Background: an optimization exercise with open tools, aiming at small area. Do not read the settings as production practice. At most, simulation tests tie the RTL to the original design; equivalence was not proved. Only the layout flow was run in run 1; the RTL was not checked for function there.

==> design/flow/design.v <==
package mem_test_pkg;
   typedef enum logic [2:0] {
      app_cmd_write = 3'b000,
      app_cmd_read  = 3'b001
   } app_cmd_e;
   typedef enum logic [2:0] {
      st_idle       = 3'd0,
      st_write      = 3'd1,
      st_write_done = 3'd2,
      st_read       = 3'd3,
      st_read_done  = 3'd4,
      st_check      = 3'd5,
      st_park       = 3'd6
   } test_state_e;
   typedef struct packed {
      logic                          en;
      app_cmd_e                      cmd;
      logic [28-1:0] addr;
   } app_req_t;
   typedef struct packed {
      logic                          wren;
      logic [256-1:0] data;
   } app_wdata_t;
   typedef struct packed {
      logic                          valid;
      logic [256-1:0] data;
   } app_rdata_t;
endpackage
module pattern_source #(
   parameter int sweep_beats = 1048576
) (
   input  logic                          ui_clk,
   input  logic                          resetn,
   input  logic                          advance,
   output logic [256-1:0] pattern,
   output logic [28-1:0] addr,
   output logic                          sweep_start
);
   localparam int idx_w = (sweep_beats > 1) ? $clog2(sweep_beats) : 1;
   localparam logic [idx_w-1:0] last_idx = idx_w'(sweep_beats - 1);
   logic [idx_w-1:0] beat_idx;
   logic [4:0]       rot;
   logic [idx_w:0]   carry;
   logic [idx_w-1:0] beat_next;
   assign carry[0] = advance;
   for (genvar i = 0; i < idx_w; i++) begin : g_inc
      assign beat_next[i] = beat_idx[i] ^ carry[i];
      assign carry[i+1]   = carry[i] & beat_idx[i];
   end
   always_ff @(posedge ui_clk or negedge resetn) begin
      if (!resetn) begin
         beat_idx <= '0;
      end else if (sweep_beats != 2**idx_w && advance && beat_idx == last_idx) begin
         beat_idx <= '0;  
      end else begin
         beat_idx <= beat_next;  
      end
   end
   generate
      if (idx_w >= 5 && sweep_beats % 32 == 0) begin : g_rot_idx
         assign rot = beat_idx[4:0];
      end else begin : g_rot_cnt
         logic [4:0] rot_q;
         always_ff @(posedge ui_clk or negedge resetn) begin
            if (!resetn) begin
               rot_q <= '0;
            end else if (advance) begin
               rot_q <= rot_q + 1'b1;
            end
         end
         assign rot = rot_q;
      end
   endgenerate
   pattern_rom u_pattern_rom (
      .rot     (rot),
      .pattern (pattern)
   );
   assign addr = 28'(beat_idx) * 28'(256);
   assign sweep_start = (beat_idx == '0);
endmodule
module pattern_rom (
   input  logic [4:0]                    rot,
   output logic [256-1:0] pattern
);
   localparam logic [256-1:0] init_pattern = { 
   32'hcafe_babe, 
   32'h1234_5678, 
   32'haa55_aa55, 
   32'h55aa_55aa, 
   32'hdead_beef, 
   32'h8765_4321, 
   32'h55aa_55aa, 
   32'haa55_aa55  
};
   logic [2*256-1:0] twice;
   assign twice   = {init_pattern, init_pattern} << {rot, 3'b000};
   assign pattern = twice[2*256-1 -: 256];
endmodule
module test_sequencer (
   input  logic       ui_clk,
   input  logic       resetn,
   input  logic       calib_done,
   input  logic       app_rdy,
   input  logic       app_wdf_rdy,
   input  logic       rd_valid,
   input  logic       rd_match,
   output logic       app_en,
   output logic [2:0] app_cmd,
   output logic       app_wdf_wren,
   output logic       led_fail,
   output logic       beat_pass,
   output logic       advance
);
   localparam logic [3:0] S_IDLE  = 4'd0;
   localparam logic [3:0] S_WRITE = 4'd5;
   localparam logic [3:0] S_WR_CE = 4'd14;
   localparam logic [3:0] S_WR_C  = 4'd4;
   localparam logic [3:0] S_WR_D  = 4'd12;
   localparam logic [3:0] S_WR_X  = 4'd13;
   localparam logic [3:0] S_READ  = 4'd8;
   localparam logic [3:0] S_RD_C  = 4'd3;
   localparam logic [3:0] S_RD_W  = 4'd2;
   localparam logic [3:0] S_CHK_P = 4'd6;
   localparam logic [3:0] S_CHK_F = 4'd1;
   localparam logic [3:0] S_CHK_V = 4'd11;
   localparam logic [3:0] S_PARK  = 4'd7;
   logic [3:0] state;
   logic [3:0] next;
   always_comb begin
      next = state;
      case (state)
         S_IDLE:  if (calib_done) next = S_WRITE;
         S_WRITE: if (app_rdy && app_wdf_rdy) next = S_WR_CE;
         S_WR_CE: begin
            if (app_rdy && app_wdf_rdy) next = S_WR_X;
            else if (app_rdy)           next = S_WR_D;
            else if (app_wdf_rdy)       next = S_WR_C;
         end
         S_WR_C:  if (app_rdy) next = S_WR_X;
         S_WR_D:  if (app_wdf_rdy) next = S_WR_X;
         S_WR_X:  next = S_READ;
         S_READ:  if (app_rdy) next = S_RD_C;
         S_RD_C:  if (app_rdy) next = S_RD_W;
         S_RD_W:  if (rd_valid) next = rd_match ? S_CHK_P : S_CHK_F;
         S_CHK_P: next = S_CHK_V;
         S_CHK_F: next = S_PARK;
         S_CHK_V: next = S_WRITE;
         S_PARK:  next = S_PARK;
         default: next = S_IDLE;
      endcase
   end
   always_ff @(posedge ui_clk or negedge resetn) begin
      if (!resetn) begin
         state <= S_IDLE;
      end else begin
         state <= next;
      end
   end
   assign app_en       = (state == S_WR_CE) || (state == S_WR_C) || (state == S_RD_C);
   assign app_wdf_wren = (state == S_WR_CE) || (state == S_WR_D);
   assign app_cmd      = {2'b00, state == S_RD_C};
   assign led_fail     = (state == S_PARK);
   assign beat_pass    = (state == S_CHK_P);
   assign advance      = (state == S_CHK_V);
endmodule
module result_checker (
   input  logic                          ui_clk,
   input  logic                          resetn,
   input  logic [256-1:0] rd_data,
   input  logic [256-1:0] pattern,
   input  logic                          sweep_start,
   input  logic                          beat_pass,
   output logic                          rd_match,
   output logic                          led_pass,
   output logic [32-1:0]    sweep_count
);
   data_compare u_data_compare (
      .rd_data  (rd_data),
      .pattern  (pattern),
      .rd_match (rd_match)
   );
   logic [32:0]   carry;
   logic [32-1:0] count_next;
   assign carry[0] = beat_pass && sweep_start;
   for (genvar i = 0; i < 32; i++) begin : g_inc
      assign count_next[i] = sweep_count[i] ^ carry[i];
      assign carry[i+1]    = carry[i] & sweep_count[i];
   end
   always_ff @(posedge ui_clk or negedge resetn) begin
      if (!resetn) begin
         sweep_count <= '0;
      end else begin
         sweep_count <= count_next;
      end
   end
   assign led_pass = sweep_count[0];
endmodule
module data_compare (
   input  logic [256-1:0] rd_data,
   input  logic [256-1:0] pattern,
   output logic                          rd_match
);
   assign rd_match = (rd_data == pattern);
endmodule
module mem_tester_top #(
   parameter int sweep_beats = 1048576
) (
   input  logic                          ui_clk,
   input  logic                          resetn,
   input  logic                          calib_done,
   input  logic                          app_rdy,
   input  logic                          app_wdf_rdy,
   input  logic                          app_rd_data_valid,
   input  logic [256-1:0] app_rd_data,
   output logic                          app_en,
   output logic [2:0]                    app_cmd,
   output logic [28-1:0] app_addr,
   output logic                          app_wdf_wren,
   output logic [256-1:0] app_wdf_data,
   output logic                          led_pass,
   output logic                          led_fail,
   output logic                          led_calib,
   output logic [32-1:0]    sweep_count
);
   logic [256-1:0] pattern;
   logic                          sweep_start;
   logic                          advance;
   logic                          beat_pass;
   logic                          rd_match;
   pattern_source #(
      .sweep_beats (sweep_beats)
   ) u_pattern_source (
      .ui_clk      (ui_clk),
      .resetn      (resetn),
      .advance     (advance),
      .pattern     (pattern),
      .addr        (app_addr),
      .sweep_start (sweep_start)
   );
   assign app_wdf_data = pattern;
   test_sequencer u_test_sequencer (
      .ui_clk       (ui_clk),
      .resetn       (resetn),
      .calib_done   (calib_done),
      .app_rdy      (app_rdy),
      .app_wdf_rdy  (app_wdf_rdy),
      .rd_valid     (app_rd_data_valid),
      .rd_match     (rd_match),
      .app_en       (app_en),
      .app_cmd      (app_cmd),
      .app_wdf_wren (app_wdf_wren),
      .led_fail     (led_fail),
      .beat_pass    (beat_pass),
      .advance      (advance)
   );
   result_checker u_result_checker (
      .ui_clk      (ui_clk),
      .resetn      (resetn),
      .rd_data     (app_rd_data),
      .pattern     (pattern),
      .sweep_start (sweep_start),
      .beat_pass   (beat_pass),
      .rd_match    (rd_match),
      .led_pass    (led_pass),
      .sweep_count (sweep_count)
   );
   assign led_calib = calib_done;  
endmodule
==> design/flow/flow/run.sh <==
#!/bin/bash
# Layout flow. Synthesis is ORFS's (hierarchical, as config.mk asks), run
# without its adder extraction and with each of a few area-mapping ABC scripts
# in place of ORFS's own; in each run the module pattern_rom (combinational)
# is replaced by its own best area mapping. The smallest netlist whose
# registers match the standard synthesis's is laid out by the standard flow,
# with 1x buffers on the ports.
set -euo pipefail
W=$(pwd)
R=$W/orfs/results/$FLOW_PLATFORM/mem_tester_top/base
LIB=$FLOW_HOME/platforms/$FLOW_PLATFORM/lib/sky130_fd_sc_hd__tt_025C_1v80.lib
DU=$(tr '\n' ' ' < $W/flow/dont_use.txt)

# standard synthesis: the reference registers, and the fallback netlist
bash standard.sh synth > $W/std_synth.log 2>&1
cp $R/1_2_yosys.v $W/std_1_2_yosys.v

regs() { grep -oE "sky130_fd_sc_hd__(df|edf|sdf|dlx|dlr|dlc|sdl)[a-z0-9_]* +[^ ]+" $1 | sort; }
# the whole design's area (the top module's own line when the synthesis is flat)
area() {
   local a
   a=$(sed -n "s/^ *Chip area for top module '\\\\$2': \([0-9.]*\).*/\1/p" $1 | head -1)
   [[ -n $a ]] || a=$(sed -n "s/^ *Chip area for module '\\\\$2': \([0-9.]*\).*/\1/p" $1 | head -1)
   echo $a
}
less() { python3 -c "import sys; sys.exit(0 if float('$1') < float('$2') else 1)"; }
regs $W/std_1_2_yosys.v > $W/regs_std.txt
: > $W/synth_choice.txt

# pattern_rom on its own with each ROM script; keep the smallest
rom=""; rom_area=1e99
for s in $W/flow/rom/*.script; do
   n=$(basename $s .script)
   if ROM_DESIGN=$W/design.v ROM_SCRIPT=$s ROM_OUT=$W/$n.v LIB_FILE=$LIB DONT_USE="$DU" \
         yosys -c $W/flow/rom_map.tcl > $W/$n.log 2>&1; then
      a=$(area $W/$n.v.stat pattern_rom)
      echo "$n: $a" >> $W/synth_choice.txt
      if [[ -n $a ]] && less $a $rom_area; then rom=$W/$n.v; rom_area=$a; fi
   else
      echo "$n: failed" >> $W/synth_choice.txt
   fi
done
echo "pattern_rom: $rom ($rom_area)" >> $W/synth_choice.txt

# the design with each area script, in its own ORFS work folder
for s in $W/flow/abc*.script; do
   n=$(basename $s .script)
   rm -rf $W/scripts_$n $W/orfs_$n
   cp -r $FLOW_HOME/scripts $W/scripts_$n
   cp $s $W/scripts_$n/abc_area.script
   sed -i 's#^\(\s*\)log_cmd abc {\*}\$abc_args$#&\n\1source $::env(SWAP_TCL)#' $W/scripts_$n/synth.tcl
   grep -q 'SWAP_TCL' $W/scripts_$n/synth.tcl
   sed "s#WORK_HOME=[^ ]*#WORK_HOME=$W/orfs_$n#" standard.sh > $W/std_$n.sh
   ( ROM_NETLIST=$rom SWAP_TCL=$W/flow/swap.tcl \
        bash $W/std_$n.sh ABC_AREA=1 ADDER_MAP_FILE= SCRIPTS_DIR=$W/scripts_$n synth \
        > $W/synth_$n.log 2>&1 || true ) &
done
wait

best=$W/std_1_2_yosys.v
best_area=$(area $W/orfs/reports/$FLOW_PLATFORM/mem_tester_top/base/synth_stat.txt $FLOW_TOP)
echo "standard: $best_area" >> $W/synth_choice.txt
for s in $W/flow/abc*.script; do
   n=$(basename $s .script)
   v=$W/orfs_$n/results/$FLOW_PLATFORM/mem_tester_top/base/1_2_yosys.v
   st=$W/orfs_$n/reports/$FLOW_PLATFORM/mem_tester_top/base/synth_stat.txt
   [[ -f $v && -f $st ]] || { echo "$n: failed" >> $W/synth_choice.txt; continue; }
   regs $v > $W/regs_$n.txt
   a=$(area $st $FLOW_TOP)
   if ! cmp -s $W/regs_std.txt $W/regs_$n.txt; then
      echo "$n: $a, registers differ" >> $W/synth_choice.txt; continue
   fi
   echo "$n: $a" >> $W/synth_choice.txt
   if less $a $best_area; then best=$v; best_area=$a; fi
done
echo "chosen: $best ($best_area)" >> $W/synth_choice.txt

if [[ $best != $W/std_1_2_yosys.v ]]; then
   cp $best $R/1_2_yosys.v
   rm -f $R/1_synth.odb $R/1_synth.sdc
fi

BUFFER_PORTS_ARGS="-buffer_cell sky130_fd_sc_hd__buf_1" bash standard.sh finish > $W/layout.log 2>&1
==> design/flow/flow/abc1.script <==
strash; dch; amap -F 10 -A 10; strash; dch; amap -F 10 -A 10
==> design/flow/flow/abc2.script <==
strash; dch; amap -F 10 -A 10; strash; dch; amap -F 10 -A 10; strash; dch; amap -F 10 -A 10
==> design/flow/flow/abc3.script <==
strash; dch; amap -F 10 -A 10
==> design/flow/flow/abc4.script <==
strash; dch; amap -F 10 -A 10 -m; strash; dch; amap -F 10 -A 10 -m
==> design/flow/flow/dont_use.txt <==
sky130_fd_sc_hd__lpflow_bleeder_1 sky130_fd_sc_hd__lpflow_clkbufkapwr_1 sky130_fd_sc_hd__lpflow_clkbufkapwr_16 sky130_fd_sc_hd__lpflow_clkbufkapwr_2 sky130_fd_sc_hd__lpflow_clkbufkapwr_4 sky130_fd_sc_hd__lpflow_clkbufkapwr_8 sky130_fd_sc_hd__lpflow_clkinvkapwr_1 sky130_fd_sc_hd__lpflow_clkinvkapwr_16 sky130_fd_sc_hd__lpflow_clkinvkapwr_2 sky130_fd_sc_hd__lpflow_clkinvkapwr_4 sky130_fd_sc_hd__lpflow_clkinvkapwr_8 sky130_fd_sc_hd__lpflow_decapkapwr_12 sky130_fd_sc_hd__lpflow_decapkapwr_3 sky130_fd_sc_hd__lpflow_decapkapwr_4 sky130_fd_sc_hd__lpflow_decapkapwr_6 sky130_fd_sc_hd__lpflow_decapkapwr_8 sky130_fd_sc_hd__lpflow_inputiso0n_1 sky130_fd_sc_hd__lpflow_inputiso0p_1 sky130_fd_sc_hd__lpflow_inputiso1n_1 sky130_fd_sc_hd__lpflow_inputiso1p_1 sky130_fd_sc_hd__lpflow_inputisolatch_1 sky130_fd_sc_hd__lpflow_isobufsrc_1 sky130_fd_sc_hd__lpflow_isobufsrc_16 sky130_fd_sc_hd__lpflow_isobufsrc_2 sky130_fd_sc_hd__lpflow_isobufsrc_4 sky130_fd_sc_hd__lpflow_isobufsrc_8 sky130_fd_sc_hd__lpflow_isobufsrckapwr_16 sky130_fd_sc_hd__lpflow_lsbuf_lh_hl_isowell_tap_1 sky130_fd_sc_hd__lpflow_lsbuf_lh_hl_isowell_tap_2 sky130_fd_sc_hd__lpflow_lsbuf_lh_hl_isowell_tap_4 sky130_fd_sc_hd__lpflow_lsbuf_lh_isowell_4 sky130_fd_sc_hd__lpflow_lsbuf_lh_isowell_tap_1 sky130_fd_sc_hd__lpflow_lsbuf_lh_isowell_tap_2 sky130_fd_sc_hd__lpflow_lsbuf_lh_isowell_tap_4 sky130_fd_sc_hd__probe_p_8 sky130_fd_sc_hd__probec_p_8 
==> design/flow/flow/rom/rom1.script <==
strash; dch; amap -F 10 -A 10 -m; strash; dch; amap -F 10 -A 10 -m
==> design/flow/flow/rom/rom2.script <==
strash; dch; amap -F 10 -A 10; strash; dch; amap -F 10 -A 10
==> design/flow/flow/rom/rom3.script <==
strash; dch; amap -F 5 -A 5; strash; dch; amap -F 5 -A 5
==> design/flow/flow/rom_map.tcl <==
# Maps module pattern_rom on its own, for area, to a netlist of library cells.
# env: ROM_DESIGN ROM_SCRIPT ROM_OUT LIB_FILE DONT_USE
yosys -import
read_verilog -sv $::env(ROM_DESIGN)
hierarchy -top pattern_rom
synth -nofsm -noshare -top pattern_rom -flatten
set du {}
foreach c $::env(DONT_USE) { lappend du -dont_use $c }
abc -script $::env(ROM_SCRIPT) -liberty $::env(LIB_FILE) {*}$du
opt_clean -purge
tee -o $::env(ROM_OUT).stat stat -liberty $::env(LIB_FILE)
write_verilog -noattr $::env(ROM_OUT)
==> design/flow/flow/swap.tcl <==
# Sourced by synth.tcl right after its ABC mapping: replaces module
# pattern_rom with the netlist mapped on its own (combinational, no registers).
if { [info exists ::env(ROM_NETLIST)] && $::env(ROM_NETLIST) ne "" } {
  delete pattern_rom
  read_verilog -overwrite $::env(ROM_NETLIST)
  hierarchy -top $::env(DESIGN_NAME)
}
==> design/flow/standard.sh <==
#!/bin/bash
# synth_recipe.tcl (not shown) runs the flow's synth.tcl, then flattens the netlist and writes it again
# the make line also repeats each setting of config.mk as NAME=value (left out here)
make -C /OpenROAD-flow-scripts/flow DESIGN_CONFIG=/design/flow/config.mk WORK_HOME=/design/flow/orfs CLKGATE_MAP_FILE= SYNTH_SCRIPT=/design/flow/synth_recipe.tcl "${@:-finish}"
==> design/flow/config.mk <==
export PLATFORM = sky130hd
export DESIGN_NAME = mem_tester_top
export DESIGN_NICKNAME = mem_tester_top
export VERILOG_FILES = /design/flow/design.v
export SDC_FILE = /design/flow/constraint.sdc
export NUM_CORES = 4
export LEC_CHECK = 0
export CAP_MARGIN = 20
export CORE_AREA = 2 2 198 198
export CTS_CLUSTER_DIAMETER = 150
export CTS_CLUSTER_SIZE = 50
export DIE_AREA = 0 0 200 200
export PLACE_DENSITY = 0.85
export SLEW_MARGIN = 20
export SYNTH_HIERARCHICAL = 1
==> design/flow/constraint.sdc <==
create_clock -name core_clock -period 10.0 [get_ports {ui_clk}]
set_input_delay 2.0000 -clock core_clock [delete_from_list [all_inputs] [get_ports {ui_clk}]]
set_output_delay 2.0000 -clock core_clock [all_outputs]
set_load 0.01 [all_outputs]
==> results of run 1 <==
## flip-flops by register name (all words and copies together) (netlist names)
name / count
u_pattern_source.beat_idx: 20
u_test_sequencer.state: 4
u_result_checker.sweep_count: 32
## routing by layer
layer / part of all wire, % / vias up / GRT usage [%]
met3: 11 / 216 / 8.905
met1: 40 / 6799 / 45.71
met4: 5.3 / 8 / 15.34
met2: 44 / 1165 / 56.88
li1: - / 6977 / -
met5: 0.069 / - / 0
## worst min path at each step
| stage | start | endpoint | slack [ns] | cells past startpoint |
|---|---|---|---|---|
| 2_1_floorplan | u_pattern_source.beat_idx[19] | u_pattern_source.beat_idx[19] | 0.52 | 1 |
| 3_3_place_gp | u_result_checker.sweep_count[31] | u_result_checker.sweep_count[31] | 0.48 | 1 |
| 3_5_place_dp | u_result_checker.sweep_count[31] | u_result_checker.sweep_count[31] | 0.51 | 1 |
| 4_1_cts | u_result_checker.sweep_count[31] | u_result_checker.sweep_count[31] | 0.52 | 1 |
| 5_1_grt | u_result_checker.sweep_count[31] | u_result_checker.sweep_count[31] | 0.53 | 1 |
| 6_report | u_result_checker.sweep_count[31] | u_result_checker.sweep_count[31] | 0.51 | 1 |
## stage by stage
step | util [%] | worst slack [ns] | cell area, µm²
detailed placement | 31.46 | 3.583 | 11880
global route | 31.86 | 2.835 | 12030
floorplan | - | 0.7653 | 8876
finish | 31.87 | 2.849 | 12030
global placement | 31.46 | 3.471 | 11880
CTS | 31.86 | 3.309 | 12030
## final cells by class
type	count	area [µm²]	share of cell area, %
Antenna cell	1	2.502	0.02080
Clock buffer	5	125.1	1.040
Clock inverter	3	26.28	0.2184
Inverter	78	297.8	2.475
Multi-Input combinational cell	1387	7093	58.95
Sequential cell	56	1406	11.69
Tap cell	511	639.4	5.314
Timing Repair Buffer	611	2442	20.30
## critical path, stage by stage (launching register included)
cell and delay (ns):
dfrtp_2 0.35, buf_4 0.37, clkinv_1 0.63, buf_4 0.54
nor2_1 0.99, clkinv_1 0.23, nor2_1 0.46, nor2_1 0.14
o22ai_1 0.75, buf_1 0.33
==> out/results.tsv, run 1 <==
metric	value	unit
post_cts_buffers	0	
overflow	0	
syn_area	8842	µm²
tritoncts	built	
finalWirelength	75400	µm
cts_sinks	56	
crit_end	app_wdf_data[214]	
skew	0.008155	ns
antenna_found_initial	5	
fp.coreArea	37760	µm²
rows	71	
crit_path_start	u_pattern_source.beat_idx[3]	
fmax	139.8	MHz
avgSynthCellArea	5.798	µm²
post-dp-hpwl	63090	µm
worst_setup_path_start_kind	flip-flop	
grt_pass1_wl	99030	µm
grtUsageTotal	35.68	%
vias_per_cell	5.718	
yosysWarnings	9	
placedCellCount	2643	
r2r_start	u_pattern_source.beat_idx[3]	
worst_slew_pin_slew	1.312	ns
critical_path_class	reg2out	
rsz0062_at_grt	no	
regToRegSetupSlack	3.21	ns
cts-buffers-inserted	5	
place.gp.congestion	1.113	
layout_common_cells	buf_1 (574), nor2_1 (484), a21oi_1 (316)	
area.growth.synth_to_final	36.08	%
drtPass1Iterations	8	
drcViolationCount	0	
r2r_cells	17	
dr.first_iter.drc_count	2627	
clockRootBuffer	clkbuf_16	
start_util	23.42	%
cp.required	8.00	ns
io_buffer_count	575	
cts_buffer_depth	2	
final_nets	2401	
syn_inst	1525	
clk_pin_slew	0.08	ns
finalSetupTns	0	ns
grt_pass1_vias	12980	
h-tree-depth	2	
fillers	4282	
wl_per_cell	28.43	µm
dieWidth	200	µm
r2r-end	u_test_sequencer.state[2]	
cap_viol_max_count	0	
hold_viol	0	
setup.worst_path.end_class	primary output	
maxSlewHeadroom	12.19	%
die_height	200	µm
vias	15170	
io_pins	586	
period_share	71.51	%
detail-route-antenna-nets	0	
grt_max_degree	125	
drv_slew	0	
whs	0.5123	ns
layout_commonest_cell	buf_1	
outcome	no timing/DRC/antenna violations	
cp.arrival	5.15	ns
cts.repair.resized	0	
crit_fanout	50	
setup_viol	0	
holdCritPathClass	reg2reg	
insertion_delay	0.30	ns
holdBufCountCts	0	
drive_gt1_share	2.290	%
die_area	40000	µm²
fin_cells	2652	
layout_min_cycle_time	7.151	ns
==> run 2, diff against run 1 <==
--- a/design/flow/design.v
+++ b/design/flow/design.v
@@ -126,2 +126,3 @@
    localparam logic [3:0] S_PARK  = 4'd7;
+   localparam logic [3:0] S_CHK_VV = 4'd9;
    logic [3:0] state;
@@ -144,5 +145,6 @@
          S_RD_W:  if (rd_valid) next = rd_match ? S_CHK_P : S_CHK_F;
-         S_CHK_P: next = S_CHK_V;
+         S_CHK_P: next = (rd_valid && rd_match) ? S_CHK_VV : S_CHK_V;
          S_CHK_F: next = S_PARK;
          S_CHK_V: next = S_WRITE;
+         S_CHK_VV: next = S_WRITE;
          S_PARK:  next = S_PARK;
@@ -162,4 +164,4 @@
    assign led_fail     = (state == S_PARK);
-   assign beat_pass    = (state == S_CHK_P);
-   assign advance      = (state == S_CHK_V);
+   assign beat_pass    = (state == S_CHK_P) || (state == S_CHK_VV);
+   assign advance      = (state == S_CHK_V) || (state == S_CHK_VV);
 endmodule
--- a/design/flow/config.mk
+++ b/design/flow/config.mk
@@ -9,4 +9,3 @@
 export CORE_AREA = 2 2 198 198
-export CTS_CLUSTER_DIAMETER = 150
-export CTS_CLUSTER_SIZE = 50
+export CTS_BUF_LIST = sky130_fd_sc_hd__clkbuf_8
 export DIE_AREA = 0 0 200 200
==> run 2 against run 1 <==
Still clean. Critical path depth rose by 10. Final cell count about the same. Clock skew increased by 0.010 ns. Via count grew 2.4%. Register-to-register slack got worse by 0.21 ns. Core utilization decreased by 0.14 points. Sequential share of layout area is 0.052 points higher.
==> out/results.tsv, run 2 <==
metric	value	unit	change
outcome	no timing/DRC/antenna violations		unchanged
largest_reg_flops	32		unchanged
start_util	23.47	%	was 23.42%
vias	15530		was 15.17k
hold_viol	0		unchanged
insertion_delay	0.34	ns	was 0.30 ns
cts.repair.resized	0		unchanged
cap_viol_max_count	0		unchanged
dieWidth	200	µm	unchanged
r2r_cells	19		was 17
post-dp-hpwl	63850	µm	was 63090 µm
placedCellCount	2642		was 2643
cts_buffer_depth	2		unchanged
wl_per_cell	28.94	µm	was 28.43 µm
io_pins	586		unchanged
crit_fanout	13		was 50
overflow	0		unchanged
layout_min_cycle_time	7.002	ns	was 7.151 ns
cp.arrival	7.22	ns	was 5.15 ns
fmax	142.8	MHz	was 139.8 MHz
grt_pass1_wl	101000	µm	was 99030 µm
top_regs	u_result_checker.sweep_count: 32 flops, u_pattern_source.beat_idx: 20 flops, u_test_sequencer.state: 4 flops		unchanged
rsz0062_at_grt	no		unchanged
worstHoldPathCells	1		unchanged
fp.coreArea	37760	µm²	unchanged
drcViolationCount	0		unchanged
yosysWarnings	9		unchanged
critical_path_class	reg2reg		was reg2out
h-tree-depth	2		unchanged
avgSynthCellArea	5.810	µm²	was 5.798 µm²
syn_inst	1525		unchanged
rows	71		unchanged
post_cts_buffers	0		unchanged
antenna_found_initial	5		unchanged
cts_sinks	56		unchanged
dr.first_iter.drc_count	2582		was 2627
skew	0.01825	ns	was 0.008155 ns
vias_per_cell	5.853		was 5.718
finalSetupTns	0	ns	unchanged
drv_slew	0		unchanged
worst_slew_pin_slew	1.190	ns	was 1.312 ns
place.gp.congestion	1.180		was 1.113
grt_max_degree	115		was 125
fin_cells	2654		was 2652
final_nets	2400		was 2401
area.growth.synth_to_final	35.21	%	was 36.08%
grtUsageTotal	36.30	%	was 35.68%
syn_area	8860	µm²	was 8842 µm²
finalWirelength	76810	µm	was 75400 µm
setup_viol	0		unchanged
period_share	70.02	%	was 71.51%
cts-buffers-inserted	5		unchanged
holdBufCountCts	0		unchanged
maxSlewHeadroom	20.34	%	was 12.19%
detail-route-antenna-nets	0		unchanged
worst_setup_path_start_kind	flip-flop		unchanged
drtPass1Iterations	10		was 8
layout_common_cells	buf_1 (574), nor2_1 (477), a21oi_1 (315)		was buf_1 (574), nor2_1 (484), a21oi_1 (316)
drive_gt1_share	2.197	%	was 2.290%
regMostFlops	u_result_checker.sweep_count		unchanged
clk_pin_slew	0.12	ns	was 0.08 ns
holdCritPathClass	reg2reg		unchanged
tritoncts	built		unchanged
clockRootBuffer	clkbuf_8		was clkbuf_16
layout_commonest_cell	buf_1		unchanged
setup.worst_path.end_class	flip-flop		was primary output
die_area	40000	µm²	unchanged
die_height	200	µm	unchanged
grt_pass1_vias	13480		was 12.98k
cp.required	10.22	ns	was 8.00 ns
io_buffer_count	575		unchanged
==> run 2: metal layers <==
metal  vias to the layer above  part of all wire, %  global-route usage (%)  wire length [µm]
met3                       322                   12                   9.442              8846
met1                      6888                   37                   43.63             28550
met4                         4                  7.3                   21.65              5642
met2                      1324                   44                   58.35             33740
met5                         -                0.049                       0                38
li1                       6996                    -                       -                 -
==> run 2: final cells by class <==
class | count | area [µm²]
diodes | 4 | 10.01
well taps | 511 | 639.4
fillers | 4291 | 25780
flip-flops and latches | 56 | 1406
clock inverters | 3 | 28.78
repair buffers | 610 | 2422
clock buffers | 5 | 68.82
inverters | 81 | 309.0
multi-input cells | 1384 | 7094
==> run 2: path summary, 6_finish.rpt <==
| kind | start | endpoint | slack (ns) |
|---|---|---|---|
| worst max register to register | u_pattern_source.beat_idx[0] | u_test_sequencer.state[0] | 3.00 |
| worst max-delay path | u_pattern_source.beat_idx[0] | u_test_sequencer.state[0] | 3.00 |
| max in group asynchronous | resetn | u_pattern_source.beat_idx[4] | 7.62 |
| worst min register to register | u_result_checker.sweep_count[31] | u_result_checker.sweep_count[31] | 0.50 |
| worst min-delay path | u_result_checker.sweep_count[31] | u_result_checker.sweep_count[31] | 0.50 |
| min in group asynchronous | resetn | u_result_checker.sweep_count[22] | 1.80 |
==> run 2: worst max-delay path, cell delays in order (launching register included) <==
cell	delay, ns
dfrtp_1	0.37
clkinv_1	0.40
nor2_1	0.36
buf_4	0.27
nor2_1	0.14
nor2_1	0.80
clkinv_1	0.40
o21ai_0	0.46
nor2_1	0.25
clkinv_1	0.11
o21ai_0	0.23
o22a_1	0.40
xor2_1	0.21
nor4_1	0.78
nand4_1	0.51
nor4_1	0.33
and4_1	0.41
o221ai_1	0.18
nor3_1	0.20
a21oi_1	0.07
==> run 2: metrics by stage <==
step	worst slack, ns	cell area, µm²	hold WS, ns	utilization (%)
after global routing	2.986	11980	0.5141	31.72
after global placement	3.078	11870	0.4819	31.44
after CTS	3.355	11970	0.4992	31.70
final	2.998	11980	0.4961	31.73
after detailed placement	3.354	11870	0.4809	31.44
after floorplan	0.7653	8894	0.5158	-
==> run 3, diff against run 2 <==
--- a/design/flow/design.v
+++ b/design/flow/design.v
@@ -114,15 +114,15 @@
    localparam logic [3:0] S_IDLE  = 4'd0;
-   localparam logic [3:0] S_WRITE = 4'd5;
-   localparam logic [3:0] S_WR_CE = 4'd14;
-   localparam logic [3:0] S_WR_C  = 4'd4;
-   localparam logic [3:0] S_WR_D  = 4'd12;
-   localparam logic [3:0] S_WR_X  = 4'd13;
-   localparam logic [3:0] S_READ  = 4'd8;
-   localparam logic [3:0] S_RD_C  = 4'd3;
-   localparam logic [3:0] S_RD_W  = 4'd2;
-   localparam logic [3:0] S_CHK_P = 4'd6;
+   localparam logic [3:0] S_WRITE = 4'd10;
+   localparam logic [3:0] S_WR_CE = 4'd9;
+   localparam logic [3:0] S_WR_C  = 4'd3;
+   localparam logic [3:0] S_WR_D  = 4'd7;
+   localparam logic [3:0] S_WR_X  = 4'd15;
+   localparam logic [3:0] S_READ  = 4'd11;
+   localparam logic [3:0] S_RD_C  = 4'd2;
+   localparam logic [3:0] S_RD_W  = 4'd12;
+   localparam logic [3:0] S_CHK_P = 4'd8;
    localparam logic [3:0] S_CHK_F = 4'd1;
-   localparam logic [3:0] S_CHK_V = 4'd11;
-   localparam logic [3:0] S_PARK  = 4'd7;
-   localparam logic [3:0] S_CHK_VV = 4'd9;
+   localparam logic [3:0] S_CHK_V = 4'd14;
+   localparam logic [3:0] S_PARK  = 4'd5;
+   localparam logic [3:0] S_CHK_VV = 4'd6;
    logic [3:0] state;
--- a/design/flow/config.mk
+++ b/design/flow/config.mk
@@ -10,2 +10,4 @@
 export CTS_BUF_LIST = sky130_fd_sc_hd__clkbuf_8
+export CTS_CLUSTER_DIAMETER = 50
+export CTS_CLUSTER_SIZE = 10
 export DIE_AREA = 0 0 200 200
==> run 3 against run 2 <==
Wire length grew 0.38%. Non-clock buffer count shrank 3. Critical path depth did not move. Final area shrank 0.12%.
==> out/results.tsv, run 3 <==
metric	value	unit	change
outcome	no timing/DRC/antenna violations		unchanged
min-delay-start	u_result_checker.sweep_count[31]		unchanged
regMostFlops	u_result_checker.sweep_count		unchanged
vias_per_cell	5.876		was 5.853
worstHoldPathCells	1		unchanged
overflow	0		unchanged
grtUsageMet2	56.97	%	was 58.35%
path_cells	clkinv_1 > nor2_1 > clkinv_1 > nor2_1 > clkinv_1 > o21ai_0 > clkinv_1 > nor2_1 > a21oi_1 > o22ai_1 > a21oi_1 > nor4_1 > nand4_1 > nor4_1 > and4_1 > nand2_1 > a222oi_1 > nor4b_1 > o22ai_1		was clkinv_1 > nor2_1 > buf_4 > nor2_1 > nor2_1 > clkinv_1 > o21ai_0 > nor2_1 > clkinv_1 > o21ai_0 > o22a_1 > xor2_1 > nor4_1 > nand4_1 > nor4_1 > and4_1 > o221ai_1 > nor3_1 > a21oi_1
worst_slew_pin_slew	1.299	ns	was 1.190 ns
grt_pass1_vias	13230		was 13.48k
syn_area	8871	µm²	was 8860 µm²
clk_pin_slew	0.11	ns	was 0.12 ns
drive_gt1_share	2.056	%	was 2.197%
grtUsageTotal	36.19	%	was 36.30%
critPathMostFrequentCell	clkinv_1		was nor2_1
finalWirelength	77110	µm	was 76810 µm
setup.worst_path.end_class	flip-flop		unchanged
post-dp-hpwl	64200	µm	was 63850 µm
grt_pass1_wl	100600	µm	was 101000 µm
setup_viol	0		unchanged
crit_fanout	13		unchanged
hold_viol	0		unchanged
cp_num_buf_inv	4		unchanged
tritoncts	built		unchanged
antenna_found_initial	4		was 5
finalSetupTns	0	ns	unchanged
cp.required	10.18	ns	was 10.22 ns
largest_reg_flops	32		unchanged
rsz0062_at_grt	no		unchanged
fillers	4350		was 4291
die_height	200	µm	unchanged
critical_path_class	reg2reg		unchanged
cts-buffers-inserted	5		unchanged
maxSlewHeadroom	12.57	%	was 20.34%
grt_use_met3	9.694	%	was 9.442%
io_pins	586		unchanged
die_area	40000	µm²	unchanged
clockRootBuffer	clkbuf_8		unchanged
vias	15600		was 15.53k
syn_inst	1529		was 1525
worst_setup_path_start_kind	flip-flop		unchanged
slowest_delay	0.76	ns	was 0.80 ns
r2r-end	u_test_sequencer.state[3]		was u_test_sequencer.state[0]
drcViolationCount	0		unchanged
r2r_cells	19		unchanged
post_cts_buffers	0		unchanged
r2r_start	u_pattern_source.beat_idx[1]		was u_pattern_source.beat_idx[0]
wl_per_cell	29.04	µm	was 28.94 µm
period_share	85.09	%	was 70.02%
detail-route-antenna-nets	0		unchanged
cts.repair.resized	0		unchanged
fin_util	31.69	%	was 31.73%
start_util	23.50	%	was 23.47%
area.growth.synth_to_final	34.88	%	was 35.21%
min_to	u_result_checker.sweep_count[31]		unchanged
avgSynthCellArea	5.802	µm²	was 5.810 µm²
layout_commonest_cell	buf_1		unchanged
cap_viol_max_count	0		unchanged
dieWidth	200	µm	unchanged
place.gp.congestion	1.123		was 1.180
fmax	117.5	MHz	was 142.8 MHz
yosysWarnings	9		unchanged
grt.busiest_layer	met2		unchanged
slowest_stage	o22ai_1		was nor2_1
cts_buffer_depth	2		unchanged
drv_slew	0		unchanged
layout_common_cells	buf_1 (574), nor2_1 (483), a21oi_1 (313)		was buf_1 (574), nor2_1 (477), a21oi_1 (315)
cp.arrival	8.69	ns	was 7.22 ns
drtPass1Iterations	6		was 10
grt_max_degree	104		was 115
crit_family	simple AND/OR/NAND/NOR gates		unchanged
cts_sinks	56		unchanged
top_regs	u_result_checker.sweep_count: 32 flops, u_pattern_source.beat_idx: 20 flops, u_test_sequencer.state: 4 flops		unchanged
layout_min_cycle_time	8.509	ns	was 7.002 ns
insertion_delay	0.32	ns	was 0.34 ns
h-tree-depth	2		unchanged
holdCritPathClass	reg2reg		unchanged
rows	71		unchanged
regToRegSetupSlack	1.49	ns	was 3.00 ns
dr.first_iter.drc_count	2253		was 2582
fin_cells	2655		was 2654
placedCellCount	2643		was 2642
final_nets	2401		was 2400
fp.coreArea	37760	µm²	unchanged
holdBufCountCts	0		unchanged
use_met1	44.44	%	was 43.63%
io_buffer_count	575		unchanged
whs	0.4995	ns	was 0.4961 ns
skew	0.01095	ns	was 0.01825 ns
==> run 3: per-stage QoR <==
stage | cell area (µm²) | setup WS (ns)
floorplan | 8905 | 0.7653
global placement | 11860 | 1.706
detailed placement | 11860 | 1.913
CTS | 11960 | 1.917
global route | 11960 | 1.354
finish | 11970 | 1.491
==> run 3: worst max path at each step <==
stage,from,endpoint,slack [ns],cells after the start
CTS,u_pattern_source.beat_idx[1],u_test_sequencer.state[3],1.92,19
floorplan,u_pattern_source.beat_idx[4],app_wdf_data[83],0.77,2
detailed placement,u_pattern_source.beat_idx[1],u_test_sequencer.state[3],1.91,19
global route,u_pattern_source.beat_idx[1],u_test_sequencer.state[3],1.35,19
finish,u_pattern_source.beat_idx[1],u_test_sequencer.state[3],1.49,19
global placement,u_pattern_source.beat_idx[1],u_test_sequencer.state[3],1.71,19
==> run 3: area by class of cell <==
class                   count  area, µm²  area share [%]
clock inverters             3      26.28          0.2196
clock buffers               5      68.82          0.5751
repair buffers            607       2400           20.06
multi-input cells        1385       7094           59.29
diodes                      4      10.01         0.08366
well taps                 511      639.4           5.344
flip-flops and latches     56       1406           11.75
inverters                  84      320.3           2.677
==> run 3: routing by layer <==
layer / share of wire (%) / wire (µm) / up-vias
met5: 0.078 / 60 / -
met4: 6.9 / 5357 / 4
met3: 12 / 9303 / 274
met2: 43 / 33370 / 1313
met1: 38 / 29010 / 7038
li1: - / - / 6971
==> run 4, diff against run 3 <==
--- a/design/flow/flow/run.sh
+++ b/design/flow/flow/run.sh
@@ -82,2 +82,2 @@
 
-BUFFER_PORTS_ARGS="-buffer_cell sky130_fd_sc_hd__buf_1" bash standard.sh finish > $W/layout.log 2>&1
+BUFFER_PORTS_ARGS="-buffer_cell sky130_fd_sc_hd__buf_1" bash standard.sh MATCH_CELL_FOOTPRINT=0 finish > $W/layout.log 2>&1
==> run 4 against run 3 <==
Non-clock buffer count is the same. Synthesized area unchanged. Via count unchanged. First-iteration DRC count did not move. Wire length is the same. Worst hold slack unchanged.
==> out/results.tsv, run 4 <==
metric	value	unit	change
outcome	no timing/DRC/antenna violations		unchanged
clk_pin_slew	0.11	ns	about the same
final_nets	2401		unchanged
largest_reg_flops	32		unchanged
layout_commonest_cell	buf_1		unchanged
start_util	23.50	%	unchanged
tritoncts	built		unchanged
grt_max_degree	104		unchanged
finalWirelength	77110	µm	unchanged
fp.coreArea	37760	µm²	unchanged
dr.first_iter.drc_count	2253		unchanged
grtUsageTotal	36.19	%	unchanged
setup.worst_path.end_class	flip-flop		unchanged
worst_setup_path_start_kind	flip-flop		unchanged
post_cts_buffers	0		unchanged
min-delay-start	u_result_checker.sweep_count[31]		unchanged
drv_slew	0		unchanged
cp.arrival	8.69	ns	about the same
die_area	40000	µm²	unchanged
cts-buffers-inserted	5		unchanged
syn_area	8871	µm²	unchanged
maxSlewHeadroom	12.57	%	unchanged
cap_viol_max_count	0		unchanged
cts_sinks	56		unchanged
syn_inst	1529		unchanged
crit_path_start	u_pattern_source.beat_idx[1]		unchanged
overflow	0		unchanged
regMostFlops	u_result_checker.sweep_count		unchanged
period_share	85.09	%	unchanged
drive_gt1_share	2.056	%	unchanged
worst_slew_pin_slew	1.299	ns	unchanged
setup_viol	0		unchanged
critical_path_class	reg2reg		unchanged
holdBufCountCts	0		unchanged
io_pins	586		unchanged
dieWidth	200	µm	unchanged
antenna_found_initial	4		unchanged
layout_common_cells	buf_1 (574), nor2_1 (483), a21oi_1 (313)		unchanged
detail-route-antenna-nets	0		unchanged
holdCritPathClass	reg2reg		unchanged
area.growth.synth_to_final	34.88	%	unchanged
rows	71		unchanged
insertion_delay	0.32	ns	about the same
cts_buffer_depth	2		unchanged
vias	15600		unchanged
top_regs	u_result_checker.sweep_count: 32 flops, u_pattern_source.beat_idx: 20 flops, u_test_sequencer.state: 4 flops		unchanged
crit_fanout	13		unchanged
finalSetupTns	0	ns	unchanged
h-tree-depth	2		unchanged
rsz0062_at_grt	no		unchanged
fmax	117.5	MHz	unchanged
vias_per_cell	5.876		unchanged
wl_per_cell	29.04	µm	unchanged
grt_pass1_wl	100600	µm	unchanged
r2r_start	u_pattern_source.beat_idx[1]		unchanged
place_area	11860	µm²	unchanged
final_area	11970	µm²	unchanged
cp.required	10.18	ns	about the same
die_height	200	µm	unchanged
clockRootBuffer	clkbuf_8		unchanged
place.gp.congestion	1.123		unchanged
cts.repair.resized	0		unchanged
layout_min_cycle_time	8.509	ns	unchanged
grt_pass1_vias	13230		unchanged
avgSynthCellArea	5.802	µm²	unchanged
post-dp-hpwl	64200	µm	unchanged
skew	0.01095	ns	unchanged
drcViolationCount	0		unchanged
hold_viol	0		unchanged
drtPass1Iterations	6		unchanged
io_buffer_count	575		unchanged
yosysWarnings	9		unchanged
-- run 4: metal layers --
| metal | wire length (µm) | track usage, % | up-vias |
|---|---|---|---|
| li1 | - | - | 6971 |
| met1 | 29010 | 44.44 | 7038 |
| met2 | 33370 | 56.97 | 1313 |
| met3 | 9303 | 9.694 | 274 |
| met4 | 5357 | 20.93 | 4 |
| met5 | 60 | 0.8642 | - |
-- run 4: stage by stage --
stage                     setup slack, ns  utilization (%)  hold WS, ns  cells
final                               1.491            31.69       0.4995   2655
after global routing                1.354            31.69       0.5483   2654
after CTS                           1.917            31.67       0.5021   2651
after detailed placement            1.913            31.41       0.4829   2643
after global placement              1.706            31.41       0.4779   2643
after floorplan                    0.7653                -       0.5158   1537
-- run 4: final timing paths --
check / to / cells past startpoint / slack [ns]
min in group asynchronous: u_result_checker.sweep_count[10] / 2 / 1.81
max reg2reg: u_test_sequencer.state[3] / 19 / 1.49
max: u_test_sequencer.state[3] / 19 / 1.49
max in group asynchronous: u_pattern_source.beat_idx[4] / 2 / 7.64
min reg2reg: u_result_checker.sweep_count[31] / 1 / 0.50
min: u_result_checker.sweep_count[31] / 1 / 0.50
-- run 4: critical path: stages, from the launching register on --
cell,delay [ns]
dfrtp_1,0.55
clkinv_1,0.24
nor2_1,0.44
clkinv_1,0.75
nor2_1,0.70
clkinv_1,0.49
o21ai_0,0.39
clkinv_1,0.39
nor2_1,0.69
a21oi_1,0.17
o22ai_1,0.76
a21oi_1,0.17
nor4_1,0.48
nand4_1,0.20
nor4_1,0.74
and4_1,0.42
nand2_1,0.08
a222oi_1,0.31
nor4b_1,0.27
o22ai_1,0.10
-- run 4: cell type report --
cell class / instances / area, µm²
fillers: 4350 / 25790
multi-input cells: 1385 / 7094
repair buffers: 607 / 2400
flip-flops and latches: 56 / 1406
well taps: 511 / 639.4
inverters: 84 / 320.3
clock buffers: 5 / 68.82
clock inverters: 3 / 26.28
diodes: 4 / 10.01
==> run 5, diff against run 4 <==
--- a/design/flow/flow/run.sh
+++ b/design/flow/flow/run.sh
@@ -82,2 +82,2 @@
 
-BUFFER_PORTS_ARGS="-buffer_cell sky130_fd_sc_hd__buf_1" bash standard.sh MATCH_CELL_FOOTPRINT=0 finish > $W/layout.log 2>&1
+BUFFER_PORTS_ARGS="-buffer_cell sky130_fd_sc_hd__buf_1" bash standard.sh finish > $W/layout.log 2>&1
--- a/design/flow/config.mk
+++ b/design/flow/config.mk
@@ -9,5 +9,5 @@
 export CORE_AREA = 2 2 198 198
-export CTS_BUF_LIST = sky130_fd_sc_hd__clkbuf_8
-export CTS_CLUSTER_DIAMETER = 50
-export CTS_CLUSTER_SIZE = 10
+export CTS_BUF_LIST = sky130_fd_sc_hd__clkbuf_16
+export CTS_CLUSTER_DIAMETER = 100
+export CTS_CLUSTER_SIZE = 30
 export DIE_AREA = 0 0 200 200
==> run 5 against run 4 <==
Sequential share of layout area fell by 0.062 points. First-iteration DRC count is 2.6% higher. Via count fell by 0.46%. Clock skew shrank 0.0028 ns. Synthesized cell count stayed put.
==> out/results.tsv, run 5 <==
metric	value	unit	change
tritoncts	built		unchanged
maxSlewHeadroom	14.53	%	was 12.57%
fillers	4347		was 4350
drive_gt1_share	2.056	%	unchanged
detail-route-antenna-nets	0		unchanged
overflow	0		unchanged
holdBufCountCts	0		unchanged
hold_viol	0		unchanged
dieWidth	200	µm	unchanged
critical_path_class	reg2reg		unchanged
skew	0.008128	ns	was 0.01095 ns
drtPass1Iterations	6		unchanged
slowest_stage	nor4_1		was o22ai_1
io_buffer_count	575		unchanged
holdCritPathClass	reg2reg		unchanged
place.gp.congestion	1.123		unchanged
cp.required	10.15	ns	was 10.18 ns
antenna_found_initial	6		was 4
fmax	113.8	MHz	was 117.5 MHz
dr.first_iter.drc_count	2311		was 2253
drcViolationCount	0		unchanged
crit_fanout	13		unchanged
drv_slew	0		unchanged
grt_pass1_wl	100600	µm	about the same
wl_per_cell	29.02	µm	was 29.04 µm
cts-buffers-inserted	5		unchanged
layout_common_cells	buf_1 (574), nor2_1 (483), a21oi_1 (313)		unchanged
vias_per_cell	5.842		was 5.876
syn_area	8871	µm²	unchanged
finalWirelength	77130	µm	was 77110 µm
path_cells	clkinv_1 > nor2_1 > clkinv_1 > nor2_1 > clkinv_1 > o21ai_0 > clkinv_1 > nor2_1 > a21oi_1 > o22ai_1 > a21oi_1 > nor4_1 > nand4_1 > nor4_1 > and4_1 > nand2_1 > a222oi_1 > nor4b_1 > o22ai_1		unchanged
fin_util	31.86	%	was 31.69%
cts_sinks	56		unchanged
insertion_delay	0.30	ns	was 0.32 ns
largest_reg_flops	32		unchanged
cp.arrival	8.94	ns	was 8.69 ns
yosysWarnings	9		unchanged
setup_viol	0		unchanged
regMostFlops	u_result_checker.sweep_count		unchanged
area.growth.synth_to_final	35.60	%	was 34.88%
start_util	23.50	%	unchanged
whs	0.4972	ns	was 0.4995 ns
critPathMostFrequentCell	clkinv_1		unchanged
cts_buffer_depth	2		unchanged
rows	71		unchanged
syn_inst	1529		unchanged
setup.worst_path.end_class	flip-flop		unchanged
io_pins	586		unchanged
die_area	40000	µm²	unchanged
period_share	87.86	%	was 85.09%
grt_pass1_vias	13300		was 13.23k
worst_slew_pin_slew	1.277	ns	was 1.299 ns
top_regs	u_result_checker.sweep_count: 32 flops, u_pattern_source.beat_idx: 20 flops, u_test_sequencer.state: 4 flops		unchanged
final_nets	2401		unchanged
grtUsageTotal	36.26	%	was 36.19%
die_height	200	µm	unchanged
clk_pin_slew	0.08	ns	was 0.11 ns
cts.repair.resized	0		unchanged
post_cts_buffers	0		unchanged
grt_max_degree	104		unchanged
fp.coreArea	37760	µm²	unchanged
layout_min_cycle_time	8.786	ns	was 8.509 ns
outcome	no timing/DRC/antenna violations		unchanged
slowest_delay	0.96	ns	was 0.76 ns
vias	15530		was 15.60k
layout_commonest_cell	buf_1		unchanged
fin_cells	2658		was 2655
placedCellCount	2643		unchanged
clockRootBuffer	clkbuf_16		was clkbuf_8
cap_viol_max_count	0		unchanged
h-tree-depth	2		unchanged
finalSetupTns	0	ns	unchanged
post-dp-hpwl	64200	µm	unchanged
avgSynthCellArea	5.802	µm²	unchanged
worst_setup_path_start_kind	flip-flop		unchanged
rsz0062_at_grt	no		unchanged
crit_family	simple AND/OR/NAND/NOR gates		unchanged
cp_num_buf_inv	4		unchanged
-- run 5: metrics by stage --
step / setup WS [ns] / area (µm²)
2_1_floorplan: 0.7653 / 8905
3_3_place_gp: 1.706 / 11860
3_5_place_dp: 1.913 / 11860
4_1_cts: 1.922 / 12010
5_1_grt: 1.192 / 12020
6_report: 1.214 / 12030
-- run 5: worst paths after layout --
kind,start,endpoint,slack [ns],depth (start not counted)
worst max-delay path,u_pattern_source.beat_idx[1],u_test_sequencer.state[3],1.21,19
worst max register to register,u_pattern_source.beat_idx[1],u_test_sequencer.state[3],1.21,19
min in group asynchronous,resetn,u_result_checker.sweep_count[9],1.84,2
worst min register to register,u_result_checker.sweep_count[31],u_result_checker.sweep_count[31],0.50,1
max in group asynchronous,resetn,u_pattern_source.beat_idx[4],7.62,2
worst min-delay path,u_result_checker.sweep_count[31],u_result_checker.sweep_count[31],0.50,1
-- run 5: final cells by class --
| class | count | area (µm²) | area share, % |
|---|---|---|---|
| Multi-Input combinational cell | 1385 | 7094 | 58.98 |
| Timing Repair Buffer | 607 | 2400 | 19.95 |
| Sequential cell | 56 | 1406 | 11.69 |
| Tap cell | 511 | 639.4 | 5.315 |
| Inverter | 84 | 320.3 | 2.663 |
| Clock buffer | 5 | 125.1 | 1.040 |
| Clock inverter | 3 | 26.28 | 0.2184 |
| Antenna cell | 7 | 17.52 | 0.1456 |
-- run 5: layer usage --
layer	track usage (%)	routed length, µm
met3	9.257	8945
met4	20.38	5280
met1	44.73	29280
met2	57.32	33500
met5	2.099	132
==> run 6, diff against run 5 <==
--- a/design/flow/flow/run.sh
+++ b/design/flow/flow/run.sh
@@ -82,2 +82,4 @@
 
-BUFFER_PORTS_ARGS="-buffer_cell sky130_fd_sc_hd__buf_1" bash standard.sh finish > $W/layout.log 2>&1
+# the layout repairs with 1x and 2x buffers only
+DU_LAYOUT="$DU sky130_fd_sc_hd__buf_4 sky130_fd_sc_hd__buf_6 sky130_fd_sc_hd__buf_8 sky130_fd_sc_hd__buf_12 sky130_fd_sc_hd__buf_16 sky130_fd_sc_hd__bufbuf_8 sky130_fd_sc_hd__bufbuf_16"
+BUFFER_PORTS_ARGS="-buffer_cell sky130_fd_sc_hd__buf_1" bash standard.sh "DONT_USE_CELLS=$DU_LAYOUT" finish > $W/layout.log 2>&1
--- a/design/flow/config.mk
+++ b/design/flow/config.mk
@@ -9,5 +9,5 @@
 export CORE_AREA = 2 2 198 198
-export CTS_BUF_LIST = sky130_fd_sc_hd__clkbuf_16
-export CTS_CLUSTER_DIAMETER = 100
-export CTS_CLUSTER_SIZE = 30
+export CTS_BUF_LIST = sky130_fd_sc_hd__clkbuf_8
+export CTS_CLUSTER_DIAMETER = 50
+export CTS_CLUSTER_SIZE = 10
 export DIE_AREA = 0 0 200 200
==> run 6 against run 5 <==
Largest cell class unchanged. Register-to-register slack improved by 1.4 ns. Still clean. Final cell count rose by 0.49%. Die area unchanged. Clock skew up 0.0031 ns. Global-route usage rose by 0.52 points.
==> out/results.tsv, run 6 <==
metric	value	unit	change
rsz0062_at_grt	no		unchanged
vias_per_cell	5.908		was 5.842
critPathMostFrequentCell	nor2_1		was clkinv_1
slowest_delay	0.94	ns	was 0.96 ns
holdBufCountCts	0		unchanged
cp_num_buf_inv	1		was 4
final_area	11930	µm²	was 12030 µm²
die_height	200	µm	unchanged
multiInputGateArea	7101	µm²	was 7094 µm²
vias	15780		was 15.53k
placedCellCount	2656		was 2643
avgSynthCellArea	5.802	µm²	unchanged
rows	71		unchanged
dp_slack	3.082	ns	was 1.913 ns
worst_slew_pin_slew	1.263	ns	was 1.277 ns
start_util	23.50	%	unchanged
largest_reg_flops	32		unchanged
syn_inst	1529		unchanged
fp.coreArea	37760	µm²	unchanged
layout_min_cycle_time	7.338	ns	was 8.786 ns
cts.repair.resized	0		unchanged
syn_area	8871	µm²	unchanged
path_cells	clkinv_1 > nor2_1 > nor2_1 > nor2_1 > nor2_1 > nor2_1 > nor2_1 > o22ai_1 > a21oi_1 > nor4_1 > nand4_1 > nor4_1 > and4_1 > nand2_1 > a222oi_1 > nor4b_1 > o22ai_1		was clkinv_1 > nor2_1 > clkinv_1 > nor2_1 > clkinv_1 > o21ai_0 > clkinv_1 > nor2_1 > a21oi_1 > o22ai_1 > a21oi_1 > nor4_1 > nand4_1 > nor4_1 > and4_1 > nand2_1 > a222oi_1 > nor4b_1 > o22ai_1
drive_gt1_share	1.393	%	was 2.056%
grt_pass1_wl	102700	µm	was 100600 µm
drtPass1Iterations	8		was 6
io_buffer_count	575		unchanged
setup.worst_path.end_class	flip-flop		unchanged
insertion_delay	0.32	ns	was 0.30 ns
setup_ws	2.662	ns	was 1.214 ns
h-tree-depth	2		unchanged
clk_pin_slew	0.11	ns	was 0.08 ns
drv_slew	0		unchanged
regMostFlops	u_result_checker.sweep_count		unchanged
grt_pass1_vias	13570		was 13.30k
dieWidth	200	µm	unchanged
die_area	40000	µm²	unchanged
post-dp-hpwl	65350	µm	was 64200 µm
cts_sinks	56		unchanged
cp_num_cells	17		was 19
grt_max_degree	56		was 104
cts_buffer_depth	2		unchanged
tritoncts	built		unchanged
finalWirelength	78210	µm	was 77130 µm
drcViolationCount	0		unchanged
grtUsageTotal	36.77	%	was 36.26%
io_pins	586		unchanged
crit_path_start	u_pattern_source.beat_idx[1]		unchanged
skew	0.01125	ns	was 0.008128 ns
layout_commonest_cell	buf_1		unchanged
r2r_cells	17		was 19
top_layer	met4		was met5
cts-buffers-inserted	5		unchanged
hold_viol	0		unchanged
slowest_stage	nor2_1		was nor4_1
cp.arrival	7.52	ns	was 8.94 ns
critical_path_class	reg2reg		unchanged
maxSlewHeadroom	15.49	%	was 14.53%
layout_common_cells	buf_1 (602), nor2_1 (483), a21oi_1 (313)		was buf_1 (574), nor2_1 (483), a21oi_1 (313)
holdCritPathClass	reg2reg		unchanged
cap_viol_max_count	0		unchanged
overflow	0		unchanged
regToRegSetupSlack	2.66	ns	was 1.21 ns
crit_fanout	9		was 13
area.growth.synth_to_final	34.50	%	was 35.60%
setup_viol	0		unchanged
place_area	11810	µm²	was 11860 µm²
dr.first_iter.drc_count	2512		was 2311
yosysWarnings	9		unchanged
final_nets	2414		was 2401
outcome	no timing/DRC/antenna violations		unchanged
r2r-end	u_test_sequencer.state[3]		unchanged
detail-route-antenna-nets	0		unchanged
crit_family	simple AND/OR/NAND/NOR gates		unchanged
antenna_found_initial	5		was 6
wl_met1	29180	µm	was 29280 µm
cp.required	10.19	ns	was 10.15 ns
place.gp.congestion	1.163		was 1.123
fmax	136.3	MHz	was 113.8 MHz
regArea	1406	µm²	unchanged
wl_per_cell	29.28	µm	was 29.02 µm
r2r_start	u_pattern_source.beat_idx[1]		unchanged
fin_cells	2671		was 2658
post_cts_buffers	0		unchanged
finalSetupTns	0	ns	unchanged
route.met2.wl	33630	µm	was 33500 µm
clockRootBuffer	clkbuf_8		was clkbuf_16
worst_setup_path_start_kind	flip-flop		unchanged
fillers	4374		was 4347
wl_met3	10160	µm	was 8945 µm
crit_end	u_test_sequencer.state[3]		unchanged
period_share	73.38	%	was 87.86%
top_regs	u_result_checker.sweep_count: 32 flops, u_pattern_source.beat_idx: 20 flops, u_test_sequencer.state: 4 flops		unchanged
==> run 6: stage by stage <==
step / hold WS, ns / utilization [%]
CTS: 0.5218 / 31.54
global route: 0.5549 / 31.58
finish: 0.5294 / 31.60
floorplan: 0.5158 / -
detailed placement: 0.5038 / 31.28
global placement: 0.4726 / 31.28
==> run 6: worst min path at each step <==
| stage | from | end | slack [ns] | cells after the start |
|---|---|---|---|---|
| after floorplan | u_pattern_source.beat_idx[19] | u_pattern_source.beat_idx[19] | 0.52 | 1 |
| after global placement | u_result_checker.sweep_count[31] | u_result_checker.sweep_count[31] | 0.47 | 1 |
| after detailed placement | u_result_checker.sweep_count[30] | u_result_checker.sweep_count[30] | 0.50 | 1 |
| after CTS | u_pattern_source.beat_idx[19] | u_pattern_source.beat_idx[19] | 0.52 | 1 |
| after global routing | u_result_checker.sweep_count[30] | u_result_checker.sweep_count[30] | 0.55 | 1 |
| final | u_result_checker.sweep_count[30] | u_result_checker.sweep_count[30] | 0.53 | 1 |
==> run 6: metal layers <==
metal,GRT usage [%],vias to the layer above
met2,58.08,1367
met5,0,-
met3,11.22,288
li1,-,7038
met4,18.63,0
met1,45.24,7086
==> run 6: worst reg2reg max path: cells and delay by family, from the launching register on <==
kind                   cells  cell delay (ns)
AOI/OAI and AO/OA          4             1.02
DFF                        1             0.56
and+or+nand+nor           12             5.40
buffers and inverters      1             0.21
==> run 6: area by class of cell <==
cell class,count,area share (%)
multi-input combinational,1385,59.51
timing repair buffer,620,19.69
sequential,56,11.79
tap,511,5.359
inverter,84,2.685
clock buffer,5,0.5768
clock inverter,3,0.2412
antenna,7,0.1468
==> run 7, diff against run 6 <==
--- a/design/flow/flow/run.sh
+++ b/design/flow/flow/run.sh
@@ -6,3 +6,3 @@
 # registers match the standard synthesis's is laid out by the standard flow,
-# with 1x buffers on the ports.
+# with 1x buffers on the ports and 1x/2x buffers for the layout's repairs.
 set -euo pipefail
==> run 7 against run 6 <==
Still clean on timing, DRC and antenna. Non-clock buffer count stayed put. Maximum frequency stayed put.
==> out/results.tsv, run 7 <==
metric	value	unit	change
avgSynthCellArea	5.802	µm²	unchanged
post_cts_buffers	0		unchanged
period_share	73.38	%	unchanged
vias	15780		unchanged
grt_pass1_wl	102700	µm	unchanged
worstHoldPathCells	1		unchanged
antenna_found_initial	5		unchanged
rsz0062_at_grt	no		unchanged
cts.repair.resized	0		unchanged
wl_per_cell	29.28	µm	unchanged
maxSlewHeadroom	15.49	%	unchanged
drtPass1Iterations	8		unchanged
drv_slew	0		unchanged
setup.worst_path.end_class	flip-flop		unchanged
h-tree-depth	2		unchanged
io_buffer_count	575		unchanged
slowest_delay	0.94	ns	about the same
finalWirelength	78210	µm	unchanged
outcome	no timing/DRC/antenna violations		unchanged
top_regs	u_result_checker.sweep_count: 32 flops, u_pattern_source.beat_idx: 20 flops, u_test_sequencer.state: 4 flops		unchanged
grt_pass1_vias	13570		unchanged
fmax	136.3	MHz	unchanged
cts_buffer_depth	2		unchanged
vias_per_cell	5.908		unchanged
critPathMostFrequentCell	nor2_1		unchanged
clockRootBuffer	clkbuf_8		unchanged
tritoncts	built		unchanged
worst_setup_path_start_kind	flip-flop		unchanged
skew	0.01125	ns	unchanged
die_area	40000	µm²	unchanged
dr.first_iter.drc_count	2512		unchanged
critical_path_class	reg2reg		unchanged
cp.required	10.19	ns	about the same
worst_slew_pin_slew	1.263	ns	unchanged
regMostFlops	u_result_checker.sweep_count		unchanged
finalSetupTns	0	ns	unchanged
layout_min_cycle_time	7.338	ns	unchanged
crit_end	u_test_sequencer.state[3]		unchanged
area.growth.synth_to_final	34.50	%	unchanged
path_cells	clkinv_1 > nor2_1 > nor2_1 > nor2_1 > nor2_1 > nor2_1 > nor2_1 > o22ai_1 > a21oi_1 > nor4_1 > nand4_1 > nor4_1 > and4_1 > nand2_1 > a222oi_1 > nor4b_1 > o22ai_1		unchanged
cp.arrival	7.52	ns	about the same
r2r_cells	17		unchanged
slowest_stage	nor2_1		unchanged
crit_path_start	u_pattern_source.beat_idx[1]		unchanged
layout_common_cells	buf_1 (602), nor2_1 (483), a21oi_1 (313)		unchanged
grt_max_degree	56		unchanged
start_util	23.50	%	unchanged
insertion_delay	0.32	ns	about the same
crit_fanout	9		unchanged
overflow	0		unchanged
syn_inst	1529		unchanged
drive_gt1_share	1.393	%	unchanged
holdBufCountCts	0		unchanged
final_nets	2414		unchanged
detail-route-antenna-nets	0		unchanged
hold_viol	0		unchanged
r2r_start	u_pattern_source.beat_idx[1]		unchanged
place.gp.congestion	1.163		unchanged
regToRegSetupSlack	2.66	ns	about the same
yosysWarnings	9		unchanged
rows	71		unchanged
fp.coreArea	37760	µm²	unchanged
dieWidth	200	µm	unchanged
syn_area	8871	µm²	unchanged
fillers	4374		unchanged
io_pins	586		unchanged
layout_commonest_cell	buf_1		unchanged
die_height	200	µm	unchanged
cts-buffers-inserted	5		unchanged
grtUsageTotal	36.77	%	unchanged
cts_sinks	56		unchanged
post-dp-hpwl	65350	µm	unchanged
cap_viol_max_count	0		unchanged
clk_pin_slew	0.11	ns	about the same
drcViolationCount	0		unchanged
r2r-end	u_test_sequencer.state[3]		unchanged
holdCritPathClass	reg2reg		unchanged
largest_reg_flops	32		unchanged
setup_viol	0		unchanged
==> run 7: area by class of cell <==
class	count	area [µm²]	share of cell area [%]
Multi-Input combinational cell	1385	7101	59.51
Timing Repair Buffer	620	2350	19.69
Sequential cell	56	1406	11.79
Tap cell	511	639.4	5.359
Inverter	84	320.3	2.685
Clock buffer	5	68.82	0.5768
Clock inverter	3	28.78	0.2412
Antenna cell	7	17.52	0.1468
==> run 7: worst max-delay path, delay by kind of cell, from the launching register on <==
kind | cells | cell delay (ns)
buf+inv | 1 | 0.21
flops | 1 | 0.56
compound gates | 4 | 1.02
simple gates | 12 | 5.40
==> run 7: through the flow <==
stage	hold WS (ns)	instances	instance area, µm²	util, %	setup WS, ns
5_1_grt	0.5549	2668	11920	31.58	2.521
3_5_place_dp	0.5038	2656	11810	31.28	3.082
2_1_floorplan	0.5158	1537	8905	-	0.7653
4_1_cts	0.5218	2664	11910	31.54	3.073
3_3_place_gp	0.4726	2656	11810	31.28	2.901
6_report	0.5294	2671	11930	31.60	2.662
==> run 7: worst min-delay path by stage <==
stage,from,to,slack [ns]
global route,u_result_checker.sweep_count[30],u_result_checker.sweep_count[30],0.55
global placement,u_result_checker.sweep_count[31],u_result_checker.sweep_count[31],0.47
floorplan,u_pattern_source.beat_idx[19],u_pattern_source.beat_idx[19],0.52
detailed placement,u_result_checker.sweep_count[30],u_result_checker.sweep_count[30],0.50
CTS,u_pattern_source.beat_idx[19],u_pattern_source.beat_idx[19],0.52
finish,u_result_checker.sweep_count[30],u_result_checker.sweep_count[30],0.53
==> run 7: routing by layer <==
metal  share of wire (%)  track usage, %
met1                  37           45.24
met2                  43           58.08
met3                  13           11.22
met4                 6.7           18.63
met5                   0               0

==> static timing again, ports no longer ideal <==
How much do the figures lean on ideal ports? The routed layouts below were timed once more, with nothing changed but the port constraints. Step 1 (the two cells are an assumption about what drives the block):
set clk [get_ports {ui_clk}]
set_driving_cell -lib_cell sky130_fd_sc_hd__clkbuf_16 $clk
set_driving_cell -lib_cell sky130_fd_sc_hd__buf_2 [delete_from_list [all_inputs] $clk]
Step 2 also shifts input and output timing later by t, the mid clock arrival at the registers, as if the neighbouring blocks saw the same clock. Slacks: no drivers / after step 1 / after step 2; pairs: no drivers / after step 1.
run	t, ns	slack for setup (ns)	worst setup path at the end
run 1	0.326	2.849 / 2.815 / 3.141	register to output
run 2	0.370	2.998 / 2.998 / 2.998	register to register
run 3	0.344	1.491 / 1.491 / 1.491	register to register
run 4	0.344	1.491 / 1.491 / 1.491	register to register
run 5	0.329	1.214 / 1.214 / 1.214	register to register
run 6	0.343	2.662 / 2.662 / 2.662	register to register
run 7	0.343	2.662 / 2.662 / 2.662	register to register
After both steps every run listed still meets setup and hold.
